This is an optimization exercise on Yosys and OpenROAD, whose aim is small area, not a production implementation. The RTL was checked by simulation tests, not by an equivalence proof against the original design. Power is estimated from default activity; no workload was simulated.

==> flow/run.sh <==
#!/bin/bash
# synth_recipe.tcl (not shown) runs the flow's synth.tcl, then flattens the netlist and writes it again
# the make line also repeats each setting of config.mk as NAME=value (left out here)
make -C /OpenROAD-flow-scripts/flow DESIGN_CONFIG=/design/flow/config.mk WORK_HOME=/design/flow/orfs CLKGATE_MAP_FILE= SYNTH_SCRIPT=/design/flow/synth_recipe.tcl finish
==> flow/config.mk <==
export PLATFORM = sky130hd
export DESIGN_NAME = spectrum_analyzer_top
export DESIGN_NICKNAME = spectrum_analyzer_top
export VERILOG_FILES = /design/flow/design.v
export SDC_FILE = /design/flow/constraint.sdc
export NUM_CORES = 4
export LEC_CHECK = 0
export CAP_MARGIN = 20
export CORE_MARGIN = 2
export CORE_UTILIZATION = 45
export PLACE_DENSITY = 0.6
export SLEW_MARGIN = 20
export SYNTH_MEMORY_MAX_BITS = 8192
==> flow/constraint.sdc <==
create_clock -name core_clock -period 10.0 [get_ports {sys_clk}]
set_input_delay 2.0000 -clock core_clock [delete_from_list [all_inputs] [get_ports {sys_clk}]]
set_output_delay 2.0000 -clock core_clock [all_outputs]
set_load 0.01 [all_outputs]
==> flow/design.v <==
`timescale 1ns/1ps
package spec_pkg;
   localparam int FFT_POINTS = 256;
   localparam int BIN_W      = 8;
   localparam int SAMPLE_W   = 10;
   localparam int EXP_W      = 6;
   localparam int POWER_W    = 20;
   localparam int MAG_W      = 10;
   localparam int CREDIT_MAX = 4;
   localparam int SHIFT_MAX  = 9;
   localparam int SHIFT_W    = $clog2(SHIFT_MAX + 1);
   localparam int CREDIT_W   = $clog2(CREDIT_MAX + 1);
   localparam int ROOT_CNT_W = $clog2(MAG_W);
   typedef struct packed {
      logic                       valid;
      logic                       sop;
      logic                       eop;
      logic signed [EXP_W-1:0]    exp;     
      logic signed [SAMPLE_W-1:0] re;
      logic signed [SAMPLE_W-1:0] im;
   } fft_src_t;
   typedef struct packed {
      logic signed [SAMPLE_W-1:0] re;
      logic signed [SAMPLE_W-1:0] im;
   } bin_data_t;
   typedef struct packed {
      logic                       valid;
      logic                       last;
      logic [BIN_W-1:0]           idx;
      logic signed [SAMPLE_W-1:0] re;
      logic signed [SAMPLE_W-1:0] im;
   } bin_sample_t;
   typedef struct packed {
      logic             req;
      logic             we;
      logic [BIN_W-1:0] addr;
      bin_data_t        data;
   } mem_req_t;
   typedef struct packed {
      logic               valid;
      logic [BIN_W-1:0]   idx;
      logic [POWER_W-1:0] power;
      logic [MAG_W-1:0]   mag;       
   } peak_rpt_t;
   typedef struct packed {
      logic               valid;
      logic               last;
      logic [BIN_W-1:0]   idx;
      logic [POWER_W-1:0] power;
   } spec_out_t;
endpackage
`timescale 1ns/1ps
import spec_pkg::*;
module bin_capture
(
   input  logic        sys_clk,
   input  logic        sys_rst,
   input  spec_pkg::fft_src_t    fft_src,
   output spec_pkg::bin_sample_t sample,
   output spec_pkg::mem_req_t    wr_req,
   output logic        frame_done
);
   logic [BIN_W-1:0]           bin_cnt;
   logic [BIN_W-1:0]           bin_idx;
   logic [EXP_W:0]             exp_mag;
   logic [SHIFT_W-1:0]         shamt;
   logic signed [SAMPLE_W-1:0] re_s;
   logic signed [SAMPLE_W-1:0] im_s;
   always_comb
   begin
      exp_mag = -{fft_src.exp[EXP_W-1], fft_src.exp};    
      if (!fft_src.exp[EXP_W-1])
         shamt = '0;                                      
      else if (int'(exp_mag) > SHIFT_MAX)
         shamt = SHIFT_W'(SHIFT_MAX);
      else
         shamt = SHIFT_W'(exp_mag);
      re_s    = $signed(fft_src.re) >>> shamt;
      im_s    = $signed(fft_src.im) >>> shamt;
      bin_idx = fft_src.sop ? '0 : bin_cnt;               
   end
   always_ff @(posedge sys_clk or negedge sys_rst)
   begin
      if (!sys_rst)
      begin
         bin_cnt    <= '0;
         sample     <= '0;
         wr_req     <= '0;
         frame_done <= 1'b0;
      end
      else
      begin
         if (fft_src.valid)
            bin_cnt <= bin_idx + 1'b1;
         sample.valid <= fft_src.valid;
         sample.last  <= fft_src.valid & fft_src.eop;
         sample.idx   <= bin_idx;
         sample.re    <= re_s;
         sample.im    <= im_s;
         wr_req.req     <= fft_src.valid;                 
         wr_req.we      <= 1'b1;
         wr_req.addr    <= bin_idx;
         wr_req.data.re <= re_s;
         wr_req.data.im <= im_s;
         frame_done <= sample.valid & sample.last;        
      end
   end
endmodule
`timescale 1ns/1ps
import spec_pkg::*;
module isqrt
(
   input  logic               sys_clk,
   input  logic               sys_rst,
   input  logic               start,
   input  logic [POWER_W-1:0] radicand,
   output logic [MAG_W-1:0]   root,
   output logic               done
);
   logic [POWER_W-1:0]    rad_q;      
   logic [MAG_W+2:0]      rem_q;
   logic [MAG_W+2:0]      rem_shift;
   logic [MAG_W+2:0]      trial;
   logic [ROOT_CNT_W-1:0] step_q;
   logic                  busy_q;
   assign rem_shift = {rem_q[MAG_W:0], rad_q[POWER_W-1 -: 2]};    
   assign trial     = {1'b0, root, 2'b01};                        
   always_ff @(posedge sys_clk or negedge sys_rst)
   begin
      if (!sys_rst)
      begin
         rad_q  <= '0;
         rem_q  <= '0;
         root   <= '0;
         step_q <= '0;
         busy_q <= 1'b0;
         done   <= 1'b0;
      end
      else
      begin
         done <= 1'b0;
         if (start)
         begin
            rad_q  <= radicand;
            rem_q  <= '0;
            root   <= '0;
            step_q <= ROOT_CNT_W'(MAG_W - 1);
            busy_q <= 1'b1;
         end
         else if (busy_q)
         begin
            rad_q <= rad_q << 2;
            if (rem_shift >= trial)
            begin
               rem_q <= rem_shift - trial;
               root  <= {root[MAG_W-2:0], 1'b1};
            end
            else
            begin
               rem_q <= rem_shift;
               root  <= {root[MAG_W-2:0], 1'b0};
            end
            step_q <= step_q - 1'b1;
            if (step_q == '0)
            begin
               busy_q <= 1'b0;
               done   <= 1'b1;           
            end
         end
      end
   end
endmodule
`timescale 1ns/1ps
import spec_pkg::*;
module peak_search
(
   input  logic        sys_clk,
   input  logic        sys_rst,
   input  spec_pkg::bin_sample_t sample,
   output spec_pkg::peak_rpt_t   peak
);
   logic [POWER_W-1:0] pwr;
   logic               in_half;
   logic               sqrt_start;
   logic               sqrt_done;
   logic [MAG_W-1:0]   sqrt_root;
   logic [POWER_W-1:0] max_pwr;
   logic [BIN_W-1:0]   max_idx;
   logic [POWER_W-1:0] hold_pwr;
   logic [BIN_W-1:0]   hold_idx;
   function automatic [POWER_W-1:0] bin_power(input signed [SAMPLE_W-1:0] re,
                                              input signed [SAMPLE_W-1:0] im);
      logic signed [2*SAMPLE_W-1:0] re_sq;
      logic signed [2*SAMPLE_W-1:0] im_sq;
      begin
         re_sq     = re * re;
         im_sq     = im * im;
         bin_power = POWER_W'($unsigned(re_sq)) + POWER_W'($unsigned(im_sq));
      end
   endfunction
   assign pwr        = bin_power(sample.re, sample.im);
   assign in_half    = sample.valid && (sample.idx != '0) && (int'(sample.idx) <= FFT_POINTS / 2);
   assign sqrt_start = sample.valid & sample.last;
   always_ff @(posedge sys_clk or negedge sys_rst)
   begin
      if (!sys_rst)
      begin
         max_pwr  <= '0;
         max_idx  <= '0;
         hold_pwr <= '0;
         hold_idx <= '0;
         peak     <= '0;
      end
      else
      begin
         if (in_half && ((sample.idx == BIN_W'(1)) || (pwr > max_pwr)))
         begin
            max_pwr <= pwr;
            max_idx <= sample.idx;
         end
         if (sqrt_start)
         begin
            hold_pwr <= max_pwr;                 
            hold_idx <= max_idx;
         end
         peak.valid <= sqrt_done;
         if (sqrt_done)
         begin
            peak.idx   <= hold_idx;
            peak.power <= hold_pwr;
            peak.mag   <= sqrt_root;
         end
      end
   end
   isqrt u_isqrt (
      .sys_clk  (sys_clk),
      .sys_rst  (sys_rst),
      .start    (sqrt_start),
      .radicand (max_pwr),
      .root     (sqrt_root),
      .done     (sqrt_done)
   );
endmodule
`timescale 1ns/1ps
import spec_pkg::*;
module bin_mem
(
   input  logic      sys_clk,
   input  spec_pkg::mem_req_t  req,
   output spec_pkg::bin_data_t rd_data
);
   logic [2*SAMPLE_W-1:0] mem [FFT_POINTS];    
   always_ff @(posedge sys_clk)
   begin
      if (req.req)
      begin
         if (req.we)
            mem[req.addr] <= req.data;
         else
            rd_data <= mem[req.addr];    
      end
   end
endmodule
`timescale 1ns/1ps
import spec_pkg::*;
module mem_arbiter
(
   input  logic      sys_clk,
   input  logic      sys_rst,
   input  spec_pkg::mem_req_t  wr_req,
   input  spec_pkg::mem_req_t  rd_req,
   output logic      rd_valid,
   output spec_pkg::bin_data_t rd_data
);
   spec_pkg::mem_req_t mem_req;
   logic     rd_grant;
   assign rd_grant = rd_req.req & ~wr_req.req;
   assign mem_req  = wr_req.req ? wr_req : rd_req;
   always_ff @(posedge sys_clk or negedge sys_rst)
   begin
      if (!sys_rst)
         rd_valid <= 1'b0;
      else
         rd_valid <= rd_grant;             
   end
   bin_mem u_bin_mem (
      .sys_clk (sys_clk),
      .req     (mem_req),
      .rd_data (rd_data)
   );
endmodule
`timescale 1ns/1ps
import spec_pkg::*;
module spectrum_reader
(
   input  logic      sys_clk,
   input  logic      sys_rst,
   input  logic      frame_done,
   input  logic      credit_ret,
   output spec_pkg::mem_req_t  rd_req,
   input  logic      rd_valid,
   input  spec_pkg::bin_data_t rd_data,
   output spec_pkg::spec_out_t spec
);
   logic                active;
   logic [BIN_W-1:0]    addr_q;
   logic [CREDIT_W-1:0] credit_q;
   logic                issue;
   logic                at_last;
   logic [BIN_W-1:0]    idx_d1;     
   logic                last_d1;
   function automatic [POWER_W-1:0] bin_power(input signed [SAMPLE_W-1:0] re,
                                              input signed [SAMPLE_W-1:0] im);
      logic signed [2*SAMPLE_W-1:0] re_sq;
      logic signed [2*SAMPLE_W-1:0] im_sq;
      begin
         re_sq     = re * re;
         im_sq     = im * im;
         bin_power = POWER_W'($unsigned(re_sq)) + POWER_W'($unsigned(im_sq));
      end
   endfunction
   assign issue   = active && (credit_q != '0);
   assign at_last = (addr_q == BIN_W'(FFT_POINTS - 1));
   always_comb
   begin
      rd_req      = '0;
      rd_req.req  = issue;
      rd_req.addr = addr_q;
   end
   always_ff @(posedge sys_clk or negedge sys_rst)
   begin
      if (!sys_rst)
      begin
         active   <= 1'b0;
         addr_q   <= '0;
         credit_q <= CREDIT_W'(CREDIT_MAX);
         idx_d1   <= '0;
         last_d1  <= 1'b0;
         spec     <= '0;
      end
      else
      begin
         if (frame_done)
            active <= 1'b1;
         if (issue)
         begin
            addr_q  <= addr_q + 1'b1;      
            idx_d1  <= addr_q;
            last_d1 <= at_last;
            if (at_last)
               active <= 1'b0;
         end
         case ({issue, credit_ret})
            2'b10:   credit_q <= credit_q - 1'b1;
            2'b01:   credit_q <= credit_q + 1'b1;
            default: credit_q <= credit_q;     
         endcase
         spec.valid <= rd_valid;
         spec.last  <= rd_valid & last_d1;
         spec.idx   <= idx_d1;
         spec.power <= bin_power(rd_data.re, rd_data.im);
      end
   end
endmodule
`timescale 1ns/1ps
import spec_pkg::*;
module spectrum_analyzer
(
   input  logic      sys_clk,
   input  logic      sys_rst,
   input  spec_pkg::fft_src_t  fft_src,
   output spec_pkg::peak_rpt_t peak,
   output spec_pkg::spec_out_t spec,
   input  logic      credit_ret
);
   spec_pkg::bin_sample_t sample;
   spec_pkg::mem_req_t    wr_req;
   spec_pkg::mem_req_t    rd_req;
   logic        frame_done;
   logic        rd_valid;
   spec_pkg::bin_data_t   rd_data;
   bin_capture u_capture (
      .sys_clk    (sys_clk),
      .sys_rst    (sys_rst),
      .fft_src    (fft_src),
      .sample     (sample),
      .wr_req     (wr_req),
      .frame_done (frame_done)
   );
   peak_search u_peak (
      .sys_clk (sys_clk),
      .sys_rst (sys_rst),
      .sample  (sample),
      .peak    (peak)
   );
   mem_arbiter u_arbiter (
      .sys_clk  (sys_clk),
      .sys_rst  (sys_rst),
      .wr_req   (wr_req),
      .rd_req   (rd_req),
      .rd_valid (rd_valid),
      .rd_data  (rd_data)
   );
   spectrum_reader u_reader (
      .sys_clk    (sys_clk),
      .sys_rst    (sys_rst),
      .frame_done (frame_done),
      .credit_ret (credit_ret),
      .rd_req     (rd_req),
      .rd_valid   (rd_valid),
      .rd_data    (rd_data),
      .spec       (spec)
   );
endmodule
`timescale 1ns/1ps
import spec_pkg::*;
module spectrum_analyzer_top
(
   input  logic                sys_clk,
   input  logic                sys_rst,
   input  logic                fft_valid,
   input  logic                fft_sop,
   input  logic                fft_eop,
   input  logic [EXP_W-1:0]    fft_exp,
   input  logic [SAMPLE_W-1:0] fft_re,
   input  logic [SAMPLE_W-1:0] fft_im,
   input  logic                credit_ret,
   output logic                peak_valid,
   output logic [BIN_W-1:0]    peak_idx,
   output logic [POWER_W-1:0]  peak_power,
   output logic [MAG_W-1:0]    peak_mag,
   output logic                spec_valid,
   output logic                spec_last,
   output logic [BIN_W-1:0]    spec_idx,
   output logic [POWER_W-1:0]  spec_power
);
   spec_pkg::fft_src_t  fft_src;
   spec_pkg::peak_rpt_t peak;
   spec_pkg::spec_out_t spec;
   always_comb
   begin
      fft_src.valid = fft_valid;
      fft_src.sop   = fft_sop;
      fft_src.eop   = fft_eop;
      fft_src.exp   = fft_exp;
      fft_src.re    = fft_re;
      fft_src.im    = fft_im;
   end
   assign peak_valid = peak.valid;
   assign peak_idx   = peak.idx;
   assign peak_power = peak.power;
   assign peak_mag   = peak.mag;
   assign spec_valid = spec.valid;
   assign spec_last  = spec.last;
   assign spec_idx   = spec.idx;
   assign spec_power = spec.power;
   spectrum_analyzer u_core (
      .sys_clk    (sys_clk),
      .sys_rst    (sys_rst),
      .fft_src    (fft_src),
      .peak       (peak),
      .spec       (spec),
      .credit_ret (credit_ret)
   );
endmodule
==> flow_summary.toml <==
[synthesis]
synth_area_um2 = 219600
synth_seq_cells = 5374
synth.distinct_cells = 69
synthCells = 11220
synth-seq-area-share_pct = 72.95
synth_edf_count = 5140
synth-main-ff-cell = "edfxtp_1"
synth-async-reset-ratio_pct = 4.354
synth_nets = 11820
syn_area_per_cell_um2 = 19.58
yosysWarningCount = 7

[timing]
max_freq_mhz = 117.1
fin_crit_sh_pct = 85.37
clock_skew_ps = 69.63
worstMarginPinSlew_ps = 1300
hold_violations = 0
max_slew_margin_pct = 13.31
rsz0062_at_grt = "false"
period_minus_slack_ps = 8537
final-max-slew-violation-count = 0
fin_setup_tns_ps = 0
setup_viol = 0

[worst_hold_path]
min_path_cells = 0
hp-class = "flop to flop"

[layout]
layout_commonest_cell = "edfxtp_1"
fin_nets = 12390
final_cell_mix = "edfxtp_1, mux4_2, nand2_1"
syn2layout_area_growth_pct = 13.40
drive_above_1_share_pct = 23.17
n_fill_cell = 38450

[power_and_ir_drop]
p_total_w = 0.09350
leakage_nw = 82.38
ir_worst_vdd_v = 0.002371
powerDensity_nw_per_um2 = 375.4

[global_routing]
grt_max_degree = 205
grt_antenna_before_repair = 40
grt_pass1_wl_mm = 871.3
grt_pass1_vias = 115300
grt_use_total_pct = 24.87
gr-total-overflow = 0

[routing]
drt_pass1_iterations = 8
dr_wl_met3_mm = 54.09
dr_wl_met2_mm = 299.5
wl_mm = 618.0
drtIter0Drc = 14650
drt-met1-wl_mm = 241.5
avgRoutedWirePerCell_um = 33.06
vias = 113800
viasPerCell = 6.085
highest_layer = "met5"
drc = 0
drtAntennaViolNets = 0

[critical_path]
crit_slowest_cell = "o311ai_0"
cpMostUsedCell = "fa_1"
crit_required_ps = 10960
reg2reg_depth = 28
critPathMaxStageDelay_ps = 630
crit_path_start_kind = "flop"
crit_path_end_kind = "flop"
critPathKind = "flop to flop"
cp.arrival_ps = 9490
cp_max_fo = 20

[floorplan]
pin_count = 101
chipHeight_um = 702.6
start_util_pct = 45.17
fp.coreArea_um2 = 486200
fp-row-count = 256
die-area_um2 = 493600
fp.dieW_um = 702.6

[clock_tree]
cts_buffer_depth = 4
cts-hold-fix-buffers = 0
cts_tree = "yes"
root_buffer = "clkbuf_16"
cts_max_level = 6
numCtsBuffers = 558
cts_setup_buffers = 0
clk_latency_ps = 1100
cts_sinks = 5374
clk_pin_slew_worst_paths_ps = 60
post_cts_resized = 0

[job]
cap_violations = 0

[placed_design]
place.detailed.hpwl_mm = 368.2
place_congestion = 0.8430
portBuffers = 100

[run_status]
status = "timing/DRC/antenna clean"
Yosys cell counts (17+ instances only):
| master | n | area (um^2) |
|---|---|---|
| a41oi_1 | 106 | 928.4 |
| fa_1 | 392 | 7848 |
| inv_1 | 541 | 2031 |
| buf_1 | 80 | 300.3 |
| buf_6 | 60 | 675.7 |
| a21oi_1 | 237 | 1186 |
| dfrtp_1 | 233 | 5831 |
| and2_1 | 108 | 675.7 |
| mux2_2 | 75 | 844.6 |
| a211oi_1 | 17 | 127.6 |
| buf_4 | 35 | 262.8 |
| mux4_2 | 1136 | 25580 |
| nor4_1 | 47 | 294.0 |
| o41ai_1 | 48 | 420.4 |
| edfxtp_1 | 5140 | 154300 |
| o21ai_0 | 80 | 400.4 |
| nand2_1 | 706 | 2650 |
| nor2_1 | 334 | 1254 |
| nand3_1 | 29 | 145.1 |
| nand4_1 | 26 | 162.7 |
| a22oi_1 | 358 | 2688 |
| ha_1 | 176 | 2202 |
| nor2b_1 | 41 | 256.5 |
| o22ai_1 | 150 | 938.4 |
| nor3_1 | 30 | 150.1 |
| mux2i_1 | 351 | 3513 |
| clkbuf_1 | 304 | 1141 |
| buf_2 | 113 | 565.5 |
| xnor2_1 | 71 | 621.9 |
worst paths after layout:
kind | startpoint | endpoint | slack, ps
max | u_core.u_capture.wr_req[9]$_DFF_PN0_ | u_core.u_peak.max_pwr[17]$_DFFE_PN0P_ | 1460
min | u_core.u_reader.idx_d1[5]$_DFFE_PN0P_ | u_core.u_reader.spec[25]$_DFF_PN0_ | 380
max reg2reg | u_core.u_capture.wr_req[9]$_DFF_PN0_ | u_core.u_peak.max_pwr[17]$_DFFE_PN0P_ | 1460
min reg2reg | u_core.u_reader.idx_d1[5]$_DFFE_PN0P_ | u_core.u_reader.spec[25]$_DFF_PN0_ | 380
max in group asynchronous | sys_rst | u_core.u_capture.sample[29]$_DFF_PN0_ | 7480
min in group asynchronous | sys_rst | u_core.u_peak.peak[31]$_DFFE_PN0P_ | 1000
metrics by stage:
| step | setup WS (ps) | cell area [um^2] | hold slack [ps] | cells | utilization [%] |
|---|---|---|---|---|---|
| floorplan | 1855 | 219600 | 346.7 | 11220 | - |
| global placement | 1375 | 231200 | 359.1 | 17670 | 47.54 |
| detailed placement | 1395 | 231200 | 359.9 | 17670 | 47.55 |
| CTS | 1376 | 248900 | 380.6 | 18670 | 51.18 |
| global route | 904.2 | 249000 | 400.3 | 18680 | 51.21 |
| finish | 1463 | 249000 | 380.4 | 18700 | 51.22 |
final cells by class:
class / instances / area, um^2 / area share, %
Timing Repair Buffer: 604 / 5319 / 2.136
Sequential cell: 5374 / 160200 / 64.33
Multi-Input combinational cell: 4707 / 55710 / 22.37
Tap cell: 6450 / 8070 / 3.241
Clock buffer: 711 / 14990 / 6.020
Inverter: 542 / 2034 / 0.8169
Antenna cell: 25 / 62.56 / 0.02512
Clock inverter: 282 / 2645 / 1.062
where the power goes:
group	internal [W]	total [W]	leakage [nW]	switching, W
clock	0.0116	0.0203	8.57	0.00871
sequential	0.0258	0.0263	49.9	0.000509
combinational	0.0206	0.0469	23.9	0.0263
layer usage:
layer,global-route usage (%),vias to the layer above
met5,0,-
met4,8.470,18
met3,4.178,874
met2,40.43,5581
met1,34.33,61300
li1,-,45990
critical path, delay by kind of cell (launching register included):
family                     cells  cell delay, ps
adders and majority gates      9            4150
muxes                          1             360
AOI/OAI and AO/OA              9            2060
and+or+nand+nor                3             570
DFF                            1             330
buffers and inverters          6             940
logic make-up (layout without fill, tap and decap cells):
group	count (synthesis)	count (layout)	share of synthesized area (%)
flip-flops	5374	5374	72.95
multiplexers	1563	1563	13.64
AND/OR/NAND/NOR	1388	1388	2.751
buffers and inverters	1138	2139	2.295
AO/OA/AOI/OAI	1099	1099	3.430
adder cells (fa/ha/maj)	568	568	4.576
XOR/XNOR	88	88	0.3572
other	1	26	0.001708
registers in the layout, indices dropped and copies added (netlist names), 2 cells and up:
signal                              cells
u_core.u_reader.idx_d1                  8
u_core.u_reader.credit_q                3
u_core.u_peak.max_idx                   8
u_core.u_peak.max_pwr                  20
u_core.u_peak.hold_idx                  8
u_core.u_reader.addr_q                  8
u_core.u_capture.sample                 2
u_core.u_peak.peak                     39
u_core.u_peak.u_isqrt.root             10
u_core.u_peak.hold_pwr                 20
u_core.u_arbiter.u_bin_mem.rd_data     20
u_core.u_capture.wr_req                29
u_core.u_arbiter.u_bin_mem.mem       5120
u_core.u_reader.spec                   30
u_core.u_peak.u_isqrt.rem_q            11
u_core.u_capture.bin_cnt                8
u_core.u_peak.u_isqrt.step_q            4
u_core.u_peak.u_isqrt.rad_q            20

-- re-timing with driven ports --
How much do the figures lean on ideal ports? The routed layout below was timed once more, with nothing changed but the port constraints.
Step 1, drivers: a clkbuf_16 drives sys_clk and a buf_2 each remaining input, both assumed.
Step 2 also shifts input and output timing later by t, the mid clock arrival at the registers, as if the neighbouring blocks saw the same clock.
Three values: no drivers, after step 1, after step 2; two values: the first two.
t, ns: 1.192
setup slack, ns: 1.463 / 1.463 / 1.463
hold slack, ns: 0.380 / 0.380 / 0.380
clock arrival spread, ns: 0.071 / 0.071
pins driven straight from the clock port: 1
After both steps this run still meets setup and hold. For this run, drivers alone change the setup slack by 0.000 ns; drivers and shift together by 0.000 ns.
